This design comes from an exercise in tuning for small area, a short achievable clock period and few clock cycles per item on the open sky130 flow, not from production work.
At most, simulation tests tie the RTL to the original design; equivalence was not proved.
No activity file was given, so power comes from the tool's default toggle rates.

// ring_producer_reserve_commit
module ring_producer_reserve_commit
#(
  parameter int INDEX_BITS = 16
) (
  input  wire logic                   clk,
  input  wire logic                   rst,
  input  wire logic                   in_valid,
  output logic                        in_ready,
  input  wire logic [38:0]            in_data,
  output logic                        out_valid,
  input  wire logic                   out_ready,
  output logic [260:0]                out_data,
  input  wire logic                   cfg_we,
  input  wire logic [rprc_pkg::CFG_INDEX_W-1:0] cfg_index,
  input  wire logic [rprc_pkg::CFG_DATA_W-1:0]  cfg_data
);
export LEC_CHECK = 0
export CAP_MARGIN = 20
export CORE_MARGIN = 2
export CORE_UTILIZATION = 65
export CTS_BUF_LIST = sky130_fd_sc_hd__clkbuf_8 sky130_fd_sc_hd__clkbuf_16
export CTS_CLUSTER_DIAMETER = 100
export CTS_CLUSTER_SIZE = 20
export SETUP_SLACK_MARGIN = 2.8
export SLEW_MARGIN = 20
create_clock -name core_clock -period 6.0 [get_ports {clk}]
standard.sh (not shown) runs the stock make flow with config.mk's settings and CLKGATE_MAP_FILE= SYNTH_SCRIPT=/design/flow/synth_recipe.tcl, a recipe that flattens the netlist after the stock synthesis.
==> flow/flow/run.sh <==
#!/bin/bash
# Standard layout, but the port buffers that global placement inserts on
# every input and output are the smallest buffer (buf_1) instead of the
# clkdlybuf4s50_1 the resizer picks by default.
set -euo pipefail
bash standard.sh finish BUFFER_PORTS_ARGS="-buffer_cell sky130_fd_sc_hd__buf_1" > flow_make.log 2>&1
The baseline passed the timing, design-rule and antenna checks.
Testbench counts at the start, summed over its fixed seeds: cycles 24,016, items 24,000.
Edit:
--- a/flow/config.mk
+++ b/flow/config.mk
@@ -11,3 +11,2 @@
-export CTS_BUF_LIST = sky130_fd_sc_hd__clkbuf_8 sky130_fd_sc_hd__clkbuf_16
-export CTS_CLUSTER_DIAMETER = 100
-export CTS_CLUSTER_SIZE = 20
+export CTS_BUF_LIST = sky130_fd_sc_hd__clkbuf_4 sky130_fd_sc_hd__clkbuf_8
+export CTS_CLUSTER_SIZE = 24
Result: Power came out higher by 20%. Sequential share of layout area came out lower by 1.3 points. Global-route usage came out higher by 0.99 points. Combinational power barely changes.


rev 12:
ring_producer_reserve_commit, a different RTL version from the one above (not shown whole).
Size in the first run: about 300 flip-flops, ~19,000 um^2 of cells after synthesis.
clock: 6.0 ns
lec_check: 0
abc_area: 1
cap_margin: 20
core_margin: 2
core_utilization: 65
cts_buf_list: sky130_fd_sc_hd__clkbuf_4 sky130_fd_sc_hd__clkbuf_8
cts_cluster_size: 24
setup_slack_margin: 3.0
slew_margin: 20
Scripts as last shown in full above: flow/flow/run.sh
No stage failed in rev 12, and the final checks on the layout all came back clean.
> inputs changed (rev 12 -> rev 13)
Settings: SETUP_SLACK_MARGIN changed from 3.0 to 2.5.
==> summary.txt <==
Global-route wire length before repair of rev 13 falls short of that of rev 12 by a few percent.
On rev 13: multi-input gate area in the final layout is about 3.3% lower than what rev 12 gave.
[rev 13] global placement routability congestion fell 2.8% relative to rev 12
No functional check of the RTL was part of any run of this note.


build 6:
The RTL this note starts from:
==> flow/design.v <==
`timescale 1ns / 1ps
`default_nettype none
package rprc_pkg;
  localparam int MAX_RING_BITS = 16;
  localparam int CFG_INDEX_W   = 3;
  localparam int CFG_DATA_W    = 64;
  typedef enum logic [CFG_INDEX_W-1:0] {
    REG_RING_SIZE_LOG2    = 3'd0,
    REG_MAX_MESSAGE_BYTES = 3'd1,
    REG_MESSAGES_TOTAL    = 3'd2,
    REG_BYTES_TOTAL       = 3'd3,
    REG_FAILED_TOTAL      = 3'd4
  } reg_index_t;
  localparam logic [4:0]  RESET_RING_SIZE_LOG2    = 5'd10;
  localparam logic [16:0] RESET_MAX_MESSAGE_BYTES = 17'd4096;
  typedef enum logic [1:0] {
    ACT_RESERVE  = 2'd0,
    ACT_COMMIT   = 2'd1,
    ACT_ROLLBACK = 2'd2,
    ACT_PUSH     = 2'd3
  } action_t;
  typedef enum logic [2:0] {
    ST_OK     = 3'd0,
    ST_SIZE   = 3'd1,
    ST_CLOSED = 3'd2,
    ST_FULL   = 3'd3,
    ST_BUSY   = 3'd4,
    ST_NORES  = 3'd5
  } status_t;
  typedef struct packed {
    action_t     action;
    logic [19:0] message_length;
    logic [15:0] consumer_read_index;
    logic        reader_attached;
  } rprc_in_t;
  typedef struct packed {
    status_t     status;
    logic [15:0] slot_number;
    logic        prefix_write;
    logic [16:0] prefix_value;
    logic [15:0] published_write_index;
    logic [15:0] free_slots;
    logic [63:0] messages_total;
    logic [63:0] bytes_total;
    logic [63:0] failed_total;
  } rprc_out_t;
  typedef struct packed {
    logic [4:0]  ring_size_log2;
    logic [16:0] max_message_bytes;
  } rprc_cfg_t;
endpackage
`default_nettype wire
`timescale 1ns / 1ps
`default_nettype none
import rprc_pkg::*;
module rprc_core (
  input  wire logic         clk,
  input  wire logic         rst,
  input  wire logic         in_valid,
  output logic              in_ready,
  input  wire logic [38:0]  in_data,
  output logic              out_valid,
  input  wire logic         out_ready,
  output logic [260:0]      out_data,
  input  wire logic         cfg_we,
  input  wire logic [rprc_pkg::CFG_INDEX_W-1:0] cfg_index,
  input  wire logic [rprc_pkg::CFG_DATA_W-1:0]  cfg_data
);
  logic [3:0]  e_m1;
  logic [16:0] max_len;
  logic [4:0]  cfg_l;
  logic [3:0]  cfg_e_m1;
  logic [15:0] mask;
  assign cfg_l    = cfg_data[4:0];
  assign cfg_e_m1 = (cfg_l == 5'd0) ? 4'd0 : (cfg_l[4] ? 4'd15 : 4'(cfg_l - 5'd1));
  always_ff @(posedge clk) begin
    if (rst) begin
      e_m1    <= 4'(RESET_RING_SIZE_LOG2 - 5'd1);
      max_len <= RESET_MAX_MESSAGE_BYTES;
    end else if (cfg_we) begin
      case (cfg_index)
        REG_RING_SIZE_LOG2:    e_m1    <= cfg_e_m1;
        REG_MAX_MESSAGE_BYTES: max_len <= cfg_data[16:0];
        default: ;
      endcase
    end
  end
  always_comb begin
    for (int i = 0; i < 16; i++) mask[i] = (i == 0) || (e_m1 >= 4'(i));
  end
  logic        s1_valid;
  logic [1:0]  s1_act;
  logic        s1_len_ok;
  logic [16:0] s1_len;
  logic [15:0] s1_rdi;
  logic        s1_att;
  logic        accept;
  logic        in_len_ok;
  assign accept   = s1_valid && !rst && (!out_valid || out_ready);
  assign in_ready = !(rst || (s1_valid && out_valid && !out_ready));
  assign in_len_ok = (in_data[36:17] != 20'd0) && (in_data[36:17] <= {3'b000, max_len});
  always_ff @(posedge clk) begin
    if (rst)           s1_valid <= 1'b0;
    else if (in_ready) s1_valid <= in_valid;
  end
  always_ff @(posedge clk) begin
    if (in_ready) begin
      s1_act    <= in_data[38:37];
      s1_len_ok <= in_len_ok;
      s1_len    <= in_data[33:17];
      s1_rdi    <= in_data[16:1];
      s1_att    <= in_data[0];
    end
  end
  logic [15:0] wp;
  logic [15:0] wp1;        
  logic        hold;
  logic [15:0] held;
  logic [63:0] msgs, bytes, fails;
  logic [1:0]  act;
  logic [16:0] len;
  logic [15:0] rdi;
  logic        att;
  logic        len_ok, full;
  logic [2:0]  status;
  logic        publish, fail, take_slot, slot_flag, hold_next;
  logic [15:0] free0, free_new;
  assign act    = s1_act;
  assign len    = s1_len;
  assign rdi    = s1_rdi;
  assign att    = s1_att;
  assign len_ok = s1_len_ok;
  assign full   = ((wp1 ^ rdi) & mask) == 16'd0;
  always_comb begin
    status    = ST_OK;
    publish   = 1'b0;
    fail      = 1'b0;
    take_slot = 1'b0;
    slot_flag = 1'b0;
    hold_next = hold;
    case (act)
      ACT_RESERVE: begin
        if (!len_ok)          status = ST_SIZE;
        else if (hold)        status = ST_BUSY;
        else if (!att)        status = ST_CLOSED;
        else if (full)        status = ST_FULL;
        else begin
          take_slot = 1'b1;
          slot_flag = 1'b1;
          hold_next = 1'b1;
        end
      end
      ACT_COMMIT: begin
        if (!len_ok)          status = ST_SIZE;
        else if (!hold)       status = ST_NORES;
        else begin
          slot_flag = 1'b1;
          publish   = 1'b1;
          hold_next = 1'b0;
        end
      end
      ACT_ROLLBACK: begin
        hold_next = 1'b0;
      end
      default: begin
        if (!len_ok)          status = ST_SIZE;
        else if (!att)        begin status = ST_CLOSED; fail = 1'b1; end
        else if (hold || full) begin status = ST_FULL; fail = 1'b1; end
        else begin
          take_slot = 1'b1;
          slot_flag = 1'b1;
          publish   = 1'b1;
        end
      end
    endcase
  end
  logic [15:0] free_flip;
  assign free0 = rdi + ~wp;
  always_comb begin
    free_flip[0] = 1'b1;
    for (int i = 1; i < 16; i++) free_flip[i] = ~|(free0 & ~(16'hFFFF << i));
  end
  assign free_new = (free0 ^ (free_flip & {16{publish}})) & mask;
  logic [63:0] cfg_z;
  logic ld_msgs, ld_bytes, ld_fails;
  assign cfg_z    = rst ? 64'd0 : cfg_data;
  assign ld_msgs  = rst || (cfg_we && (cfg_index == REG_MESSAGES_TOTAL));
  assign ld_bytes = rst || (cfg_we && (cfg_index == REG_BYTES_TOTAL));
  assign ld_fails = rst || (cfg_we && (cfg_index == REG_FAILED_TOTAL));
  logic inc_pub, inc_fail, inc_hi;
  assign inc_pub  = accept && publish;
  assign inc_fail = accept && fail;
  logic [63:0] msgs_ones, fails_ones;
  logic [46:0] bytes_ones;
  logic [17:0] bytes_lo;
  logic [63:0] msgs_keep, fails_keep, bytes_keep;
  always_comb begin
    msgs_ones[0]  = 1'b1;
    fails_ones[0] = 1'b1;
    for (int i = 1; i < 64; i++) begin
      msgs_ones[i]  = &(msgs  | (64'hFFFF_FFFF_FFFF_FFFF << i));
      fails_ones[i] = &(fails | (64'hFFFF_FFFF_FFFF_FFFF << i));
    end
    bytes_ones[0] = 1'b1;
    for (int i = 1; i < 47; i++)
      bytes_ones[i] = &(bytes[63:17] | (47'h7FFF_FFFF_FFFF << i));
  end
  assign bytes_lo   = {1'b0, bytes[16:0]} + {1'b0, len[16:0]};
  assign inc_hi     = inc_pub && bytes_lo[17];
  assign msgs_keep  = ld_msgs  ? cfg_z : msgs;
  assign fails_keep = ld_fails ? cfg_z : fails;
  assign bytes_keep = ld_bytes ? cfg_z : bytes;
  always_ff @(posedge clk) begin
    msgs         <= msgs_keep  ^ (msgs_ones  & {64{inc_pub}});
    fails        <= fails_keep ^ (fails_ones & {64{inc_fail}});
    bytes[63:17] <= bytes_keep[63:17] ^ (bytes_ones & {47{inc_hi}});
    bytes[16:0]  <= bytes_keep[16:0]  ^ ((bytes_lo[16:0] ^ bytes[16:0]) & {17{inc_pub}});
  end
  logic [15:0] wp_flip, wp1_flip;
  logic        take;
  always_comb begin
    wp_flip[0]  = 1'b1;
    wp1_flip[0] = 1'b1;
    for (int i = 1; i < 16; i++) begin
      wp_flip[i]  = &(wp  | (16'hFFFF << i));
      wp1_flip[i] = &(wp1 | (16'hFFFF << i));
    end
  end
  assign take      = accept && take_slot;
  always_ff @(posedge clk) begin
    if (rst) begin
      wp   <= 16'd0;
      wp1  <= 16'd1;
    end else begin
      wp   <= wp  ^ (wp_flip  & {16{inc_pub}});
      wp1  <= wp1 ^ (wp1_flip & {16{inc_pub}});
    end
  end
  always_ff @(posedge clk) begin
    if (rst)         hold <= 1'b0;
    else if (accept) hold <= hold_next;
  end
  always_ff @(posedge clk) begin
    if (take) held <= wp & mask;
  end
  logic [2:0]  r_status;
  logic        r_slot;
  logic        r_pw;
  logic [16:0] r_len;
  logic [15:0] r_free;
  always_ff @(posedge clk) begin
    if (rst)         out_valid <= 1'b0;
    else if (accept) out_valid <= 1'b1;
    else if (out_ready) out_valid <= 1'b0;
  end
  always_ff @(posedge clk) begin
    if (accept) begin
      r_status <= status;
      r_slot   <= slot_flag;
      r_pw     <= publish;
      r_len    <= len[16:0];
      r_free   <= free_new;
    end
  end
  assign out_data = {r_status,
                     held & {16{r_slot}},
                     r_pw,
                     r_len & {17{r_pw}},
                     wp,
                     r_free,
                     msgs,
                     bytes,
                     fails};
endmodule
`default_nettype wire
`timescale 1ns / 1ps
`default_nettype none
import rprc_pkg::*;
module ring_producer_reserve_commit
#(
  parameter int INDEX_BITS = 16
) (
  input  wire logic                   clk,
  input  wire logic                   rst,
  input  wire logic                   in_valid,
  output logic                        in_ready,
  input  wire logic [38:0]            in_data,
  output logic                        out_valid,
  input  wire logic                   out_ready,
  output logic [260:0]                out_data,
  input  wire logic                   cfg_we,
  input  wire logic [rprc_pkg::CFG_INDEX_W-1:0] cfg_index,
  input  wire logic [rprc_pkg::CFG_DATA_W-1:0]  cfg_data
);
  rprc_core u_core (
    .clk       (clk),
    .rst       (rst),
    .in_valid  (in_valid),
    .in_ready  (in_ready),
    .in_data   (in_data),
    .out_valid (out_valid),
    .out_ready (out_ready),
    .out_data  (out_data),
    .cfg_we    (cfg_we),
    .cfg_index (cfg_index),
    .cfg_data  (cfg_data)
  );
endmodule
`default_nettype wire
Settings: LEC_CHECK=0, CAP_MARGIN=20, CORE_MARGIN=2, CORE_UTILIZATION=65, CTS_BUF_LIST=sky130_fd_sc_hd__clkbuf_4 sky130_fd_sc_hd__clkbuf_8, CTS_CLUSTER_SIZE=24, SETUP_SLACK_MARGIN=2.8, SLEW_MARGIN=20, TNS_END_PERCENT=20; clock period 6.0 ns.
Scripts as last shown in full above: flow/flow/run.sh
Testbench counts of build 6, summed over its fixed seeds: cycles 24,016, items 24,000.
## Diff of input files: build 86 against build 6
- clearing TNS_END_PERCENT, which used to be 20
- swapping 24 for 30 in CTS_CLUSTER_SIZE
- putting CTS_CLUSTER_DIAMETER at 80 where nothing was set
- swapping sky130_fd_sc_hd__clkbuf_4 sky130_fd_sc_hd__clkbuf_8 for sky130_fd_sc_hd__clkbuf_8 sky130_fd_sc_hd__clkbuf_16 in CTS_BUF_LIST
## What came out
Looking at via count, build 86 sits 393 below build 6.
Cmp build 86 vs build 6: post-CTS setup repair buffer count higher in build 86
Between build 6 and build 86, overall global routing resource usage decreased.
> inputs changed (build 86 -> build 96)
- CTS_CLUSTER_SIZE changed from 30 to 24
- CTS_CLUSTER_DIAMETER removed (was 80)
- SETUP_SLACK_MARGIN changed from 2.8 to 3.0
- CTS_BUF_LIST changed from sky130_fd_sc_hd__clkbuf_8 sky130_fd_sc_hd__clkbuf_16 to sky130_fd_sc_hd__clkbuf_4 sky130_fd_sc_hd__clkbuf_8
--- outcome ---
Peak per-stage delay on the critical path (higher): build 86. Build 96 vs build 86 — area growth from synthesis to final layout rose 6.7 points. Between build 86 and build 96, the difference in average cell area after synthesis is negligible. Switching fraction of total power, build 86 and build 96: higher on build 86.


Setup of the previous run:
ring_producer_reserve_commit, a different RTL version from the one above (not shown whole).
Size: ~2100 cells after synthesis, about 300 flip-flops, roughly 0.018 mm^2 of cells after synthesis.
Settings: LEC_CHECK=0, CAP_MARGIN=20, CORE_MARGIN=2, CORE_UTILIZATION=65, CTS_BUF_LIST=sky130_fd_sc_hd__clkbuf_4 sky130_fd_sc_hd__clkbuf_8, CTS_CLUSTER_SIZE=24, SETUP_SLACK_MARGIN=2.5, SLEW_MARGIN=20; clock period 6.0 ns.
Scripts as last shown in full above: flow/flow/run.sh
The previous run completed end to end with timing, DRC and antenna clean.
Testbench counts of the previous run, summed over its fixed seeds: cycles 24,008, items 24,000.
### the previous run -> the current run
Settings: setting ABC_AREA to 1 for the first time.
[summary]
Between the previous run and the current run, the flow reports number of fill cells in the layout increasing by more than a quarter.
Between the current run and the previous run, it is the current run whose normalized max-slew margin is higher, by 28 points.
Final cell count sits higher in the current run than in the previous run.
Looking at top metal layer carrying routed signals, the met5 result is from the previous run; the met4 one comes from the current run.
The current run finished all stages; the layout is clean.
Compared with the previous run, in the current run number of placed instances, taps included climbed 766; worst hold slack across all endpoints increased by 0.032 ns relative to the old numbers; met1 layer wirelength in the final routing went up.


ring_producer_reserve_commit, a different RTL version from the one above (not shown whole).
Size in the first run: about 3000 cells after synthesis, ~300 flip-flops, roughly 370 I/O pins, about 0.020 mm^2 of cells after synthesis.
clock: 6.0 ns
lec_check: 0
abc_area: 1
cap_margin: 20
core_margin: 2
core_utilization: 65
cts_buf_list: sky130_fd_sc_hd__clkbuf_4 sky130_fd_sc_hd__clkbuf_8
cts_cluster_size: 24
setup_slack_margin: 2.8
slew_margin: 20
tns_end_percent: 10
Scripts as last shown in full above: flow/flow/run.sh
Next try:
--- a/flow/config.mk
+++ b/flow/config.mk
@@ -13,4 +13,3 @@
 export CTS_CLUSTER_SIZE = 24
-export SETUP_SLACK_MARGIN = 2.8
+export SETUP_SLACK_MARGIN = 2.5
 export SLEW_MARGIN = 20
-export TNS_END_PERCENT = 10
The changed run finished with timing, DRC and antenna clean.
Setup slack degrades by 0.080 ns.
Cell area hardly moves.
Sequential share of layout area stays flat.
Flip-flop and latch count is unchanged.
Via count barely changes.
Cell count does not change.
Core utilization hardly moves.
Power rises by 2.5%.
Synthesized cell count does not change.
Register-to-register slack degrades by 0.17 ns.
No run of this note included a check of the RTL's function; only the layout flow was run.

## separate check: timing with driven ports
The results above use ideal ports. As a check the final layouts listed here were re-extracted and re-timed, cells and wires unchanged.
Step 1 assumes that a clkbuf_16 drives the clock port and a buf_2 every other input.
Step 2 also shifts input and output timing later by t, the mid clock arrival at the registers, as if the neighbouring blocks saw the same clock.
Slacks: ideal ports / drivers / drivers and shift; pairs: ideal ports / drivers.
| run | t, ns | setup slack, ns | worst slew at a driven data input, ns | pins driven straight from the clock port |
|---|---|---|---|---|
| the first run of note 1 | 0.581 | 2.707 / 2.707 / 2.376 | 0.08 | 1 |
| the second run of note 1 | 0.635 | 2.819 / 2.795 / 2.359 | 0.08 | 1 |
| rev 12 | 0.649 | 1.877 / 1.826 / 2.321 | 0.07 | 1 |
| rev 13 | 0.627 | 1.911 / 1.860 / 2.080 | 0.09 | 1 |
| build 6 | 0.637 | 2.704 / 2.704 / 2.367 | 0.07 | 1 |
| build 86 | 0.581 | 2.787 / 2.779 / 2.381 | 0.07 | 1 |
| build 96 | 0.640 | 2.903 / 2.903 / 2.495 | 0.13 | 1 |
| the previous run | 0.637 | 2.273 / 2.256 / 1.618 | 0.09 | 1 |
| the current run | 0.627 | 2.610 / 2.638 / 2.011 | 0.08 | 1 |
| the first run of note 5 | 0.635 | 2.697 / 2.725 / 2.089 | 0.08 | 1 |
| the second run of note 5 | 0.641 | 2.617 / 2.646 / 2.004 | 0.09 | 1 |
After both steps setup and hold are still met in every run listed. The setup slack of the previous run, which loses most, moves by -0.017 ns with the drivers and by -0.655 ns with both steps.
